Background: an optimization exercise with open tools, aiming at small area, a short achievable clock period and few clock cycles. Do not read the settings as production practice.

## clock_synth_register_planner_top
module clock_synth_register_planner_top (
	input  logic                        clk,
	input  logic                        arst_n,
	input  logic                        req_valid,
	output logic                        req_ready,
	input  logic [csrp_pkg::CLK_W-1:0]  req_clock_index,
	input  logic [csrp_pkg::FREQ_W-1:0] req_out_frequency,
	output logic                        wr_valid,
	input  logic                        wr_ready,
	output logic [7:0]                  wr_reg_address,
	output logic [7:0]                  wr_reg_value,
	output logic                        wr_final_write,
	input  logic                        xtal_we,
	input  logic [csrp_pkg::XTAL_W-1:0] xtal_data
);
	logic [XTAL_W-1:0] xtal_q;
	logic [XTAL_W-1:0] xtal_cl;
	logic [XTAL_W-1:0] xtal_n;
	logic              plan_valid;
	logic              plan_ready;
	logic [25:0]       plan_r;
	logic [12:0]       plan_s;
	logic [9:0]        plan_m;
	logic [1:0]        plan_c;
	always_comb begin
		xtal_cl = xtal_q;
		if (xtal_q < XTAL_MIN) xtal_cl = XTAL_MIN;
		if (xtal_q > XTAL_MAX) xtal_cl = XTAL_MAX;
	end
	always_ff @(posedge clk or negedge arst_n) begin
		if (!arst_n) begin
			xtal_q <= XTAL_RESET;
		end else if (xtal_we) begin
			xtal_q <= xtal_data;
		end else begin
			xtal_q <= xtal_cl;
		end
	end
	always_ff @(posedge clk) begin
		xtal_n <= ~xtal_q;
	end
	csrp_divpipe u_divpipe (
		.clk       (clk),
		.arst_n    (arst_n),
		.in_valid  (req_valid),
		.in_ready  (req_ready),
		.in_clk    (req_clock_index),
  ...
Size in the first run: roughly 290 flip-flops, ~80 I/O pins, roughly 17000 um2 of cells after synthesis.
clock: 7.0 ns
lec_check: 0
cap_margin: 20
core_margin: 2
core_utilization: 60
place_density: 0.72
setup_slack_margin: 4.4
slew_margin: 20
run.sh (not shown) runs the stock make flow with config.mk's settings and CLKGATE_MAP_FILE= SYNTH_SCRIPT=/design/flow/synth_recipe.tcl, a recipe that flattens the netlist after the stock synthesis.
==> next run, changes <==
--- a/flow/design.v
+++ b/flow/design.v
@@ -53,99 +53,101 @@
 	input  logic        out_ready,
 	output logic [25:0] out_r,
 	output logic [12:0] out_s,
 	output logic [9:0]  out_m,
 	output logic [1:0]  out_c
 );
 	logic        a_busy;
 	logic [3:0]  a_cnt;
 	logic [3:0]  a_cnt_n;
-	logic [27:0] a_f;
+	logic [28:0] a_f;
 	logic [27:0] a_e;
 	logic [9:0]  a_q;
 	logic [1:0]  a_c;
 	logic        a_done;
 	logic        a_hand;
 	logic [27:0] a_fcl;
 	logic        a_nb;
 	logic        a_nb_q;
 	logic        a_init_q;
-	logic        a_vco_q;
 	logic [29:0] a_a;
 	logic [29:0] a_b;
 	logic [29:0] a_s;
 	logic        a_ge;
 	logic        b1_busy;
 	logic [3:0]  b1_cnt;
 	logic [25:0] b1_r;
 	logic [12:0] b1_s;
 	logic [9:0]  b1_m;
 	logic [1:0]  b1_c;
 	logic        b1_done;
 	logic        b1_hand;
 	logic [26:0] b1_t;
 	logic [27:0] b1_d;
 	assign in_ready = !a_busy;
 	assign a_done   = a_busy && (a_cnt == 4'd12);
 	assign a_hand   = a_done && !b1_busy;
 	always_comb begin
-		a_fcl = a_f;
-		if (a_f < FREQ_MIN) a_fcl = FREQ_MIN;
-		if (a_f > FREQ_MAX) a_fcl = FREQ_MAX;
+		a_fcl = a_f[27:0];
+		if (a_f[27:0] < FREQ_MIN) a_fcl = FREQ_MIN;
+		if (a_f[27:0] > FREQ_MAX) a_fcl = FREQ_MAX;
 	end
 	always_comb begin
 		if (!a_busy || a_hand) a_cnt_n = 4'd0;
 		else if (!a_done)      a_cnt_n = a_cnt + 4'd1;
 		else                   a_cnt_n = a_cnt;
 	end
 	always_comb begin
 		case (a_cnt_n)
 			4'd2:    a_nb = !HALF_VCO_M1[9];
 			4'd3:    a_nb = !HALF_VCO_M1[8];
 			4'd4:    a_nb = !HALF_VCO_M1[7];
 			4'd5:    a_nb = !HALF_VCO_M1[6];
 			4'd6:    a_nb = !HALF_VCO_M1[5];
 			4'd7:    a_nb = !HALF_VCO_M1[4];
 			4'd8:    a_nb = !HALF_VCO_M1[3];
 			4'd9:    a_nb = !HALF_VCO_M1[2];
 			4'd10:   a_nb = !HALF_VCO_M1[1];
 			4'd11:   a_nb = !HALF_VCO_M1[0];
-			default: a_nb = 1'b0;
+			default: a_nb = HALF_VCO_M1[10];
 		endcase
 	end
 	always_ff @(posedge clk) begin
 		a_nb_q   <= a_nb;
 		a_init_q <= (a_cnt_n == 4'd1);
-		a_vco_q  <= (a_cnt_n == 4'd12);
 	end
-	assign a_a = a_init_q ? 30'({HALF_VCO_M1[28:10]}) : {1'b0, a_e, a_nb_q};
-	assign a_b = a_vco_q ? 30'(2 * 325000000 - 1) : ~{2'b0, a_f};
+	assign a_a = {1'b0, a_e, a_nb_q};
+	assign a_b = ~{1'b0, a_f};
 	csrp_add #(.W(30)) u_a_add (.a(a_a), .b(a_b), .ci(1'b1), .s(a_s), .co(a_ge));
 	always_ff @(posedge clk or negedge arst_n) begin
 		if (!arst_n) begin
 			a_busy <= 1'b0;
 			a_cnt  <= '0;
 		end else begin
 			if (!a_busy) a_busy <= in_valid;
 			else if (a_hand) a_busy <= 1'b0;
 			a_cnt <= a_cnt_n;
 		end
 	end
 	always_ff @(posedge clk) begin
 		if (!a_busy) begin
-			a_f <= in_f;
+			a_f <= {1'b0, in_f};
 			a_c <= (in_clk == 2'd3) ? 2'd2 : in_clk;
 		end else if (a_cnt == 4'd0) begin
-			a_f <= a_fcl;
-		end
-		if (a_init_q) begin
+			a_f <= {1'b0, a_fcl};
+		end else if (a_cnt == 4'd11) begin
+			a_f <= ~29'(2 * 325000000 - 1);
+		end
+		if (a_cnt == 4'd0) begin
+			a_e <= HALF_VCO_M1[28:11];
+		end else if (a_init_q) begin
 			a_e <= ~a_s[27:0];
-		end else if (a_busy && !a_done && a_cnt != 4'd0) begin
+		end else if (!a_done) begin
 			a_e <= a_ge ? a_s[27:0] : a_a[27:0];
 			a_q <= {a_q[8:0], !a_ge};
 		end
 	end
 	assign b1_done = b1_busy && (b1_cnt == 4'd13);
 	assign b1_hand = b1_done && out_ready;
 	assign b1_t    = {b1_r, b1_s[12]};
 	logic        b1_ge;
 	logic [26:0] b1_dd;
@@ -253,21 +255,21 @@
 		end
 	end
 	always_ff @(posedge clk) begin
 		if (hand) begin
 			b2_r <= in_r;
 			b2_m <= in_m;
 			b2_c <= in_c;
 			qh_q <= in_s;
 			nz_q <= (in_s[5:0] != 6'd0) || ({in_r, 13'b0} >= {13'b0, ~xtn});
-		end else if (b2_cnt != 4'd13) begin
+		end else begin
 			b2_r <= b2_d[27] ? b2_t[25:0] : b2_d[25:0];
-			ql_q[4'd12 - b2_cnt] <= !b2_d[27];
+			if (b2_cnt != 4'd13) ql_q[4'd12 - b2_cnt] <= !b2_d[27];
 		end
 	end
 	assign take  = !out_v_q || wr_ready;
 	assign last  = cnt_q[4];
 	always_comb begin
 		case (cnt_q)
 			5'd4:    rdy = (b2_cnt >= 4'd1);
 			5'd5:    rdy = (b2_cnt >= 4'd4);
 			5'd6:    rdy = (b2_cnt >= 4'd12);
Routed wire length goes down by 7.8%; core utilization goes down by 3.4 points; global-route usage goes down by 1.4 points; setup slack gains 0.20 ns; via count barely changes; final area goes down by about 7%.
No run of this note included a check of the RTL's function; only the layout flow was run.

port drivers added, routing unchanged:
The results above use ideal ports. As a check the final layouts listed here were re-extracted and re-timed, cells and wires unchanged.
Step 1 assumes that a clkbuf_16 drives the clock port and a buf_2 every other input.
Step 2 times the ports against the registers' clock, not the clock port: input delays grow and output delays shrink by t, the midpoint of the rising clock arrivals with the driver on.
a / b / c = ideal ports / drivers / drivers and shift; a / b = the first two.
run	t, ns	setup slack, ns	hold WS [ns]	worst setup path after step 2	clock arrival spread, ns
the first run	0.613	3.663 / 3.663 / 3.663	0.416 / 0.416 / 0.416	register to register	0.012 / 0.011
the second run	0.617	3.860 / 3.860 / 3.860	0.413 / 0.413 / 0.413	register to register	0.016 / 0.016
After both steps every run listed still meets setup and hold.
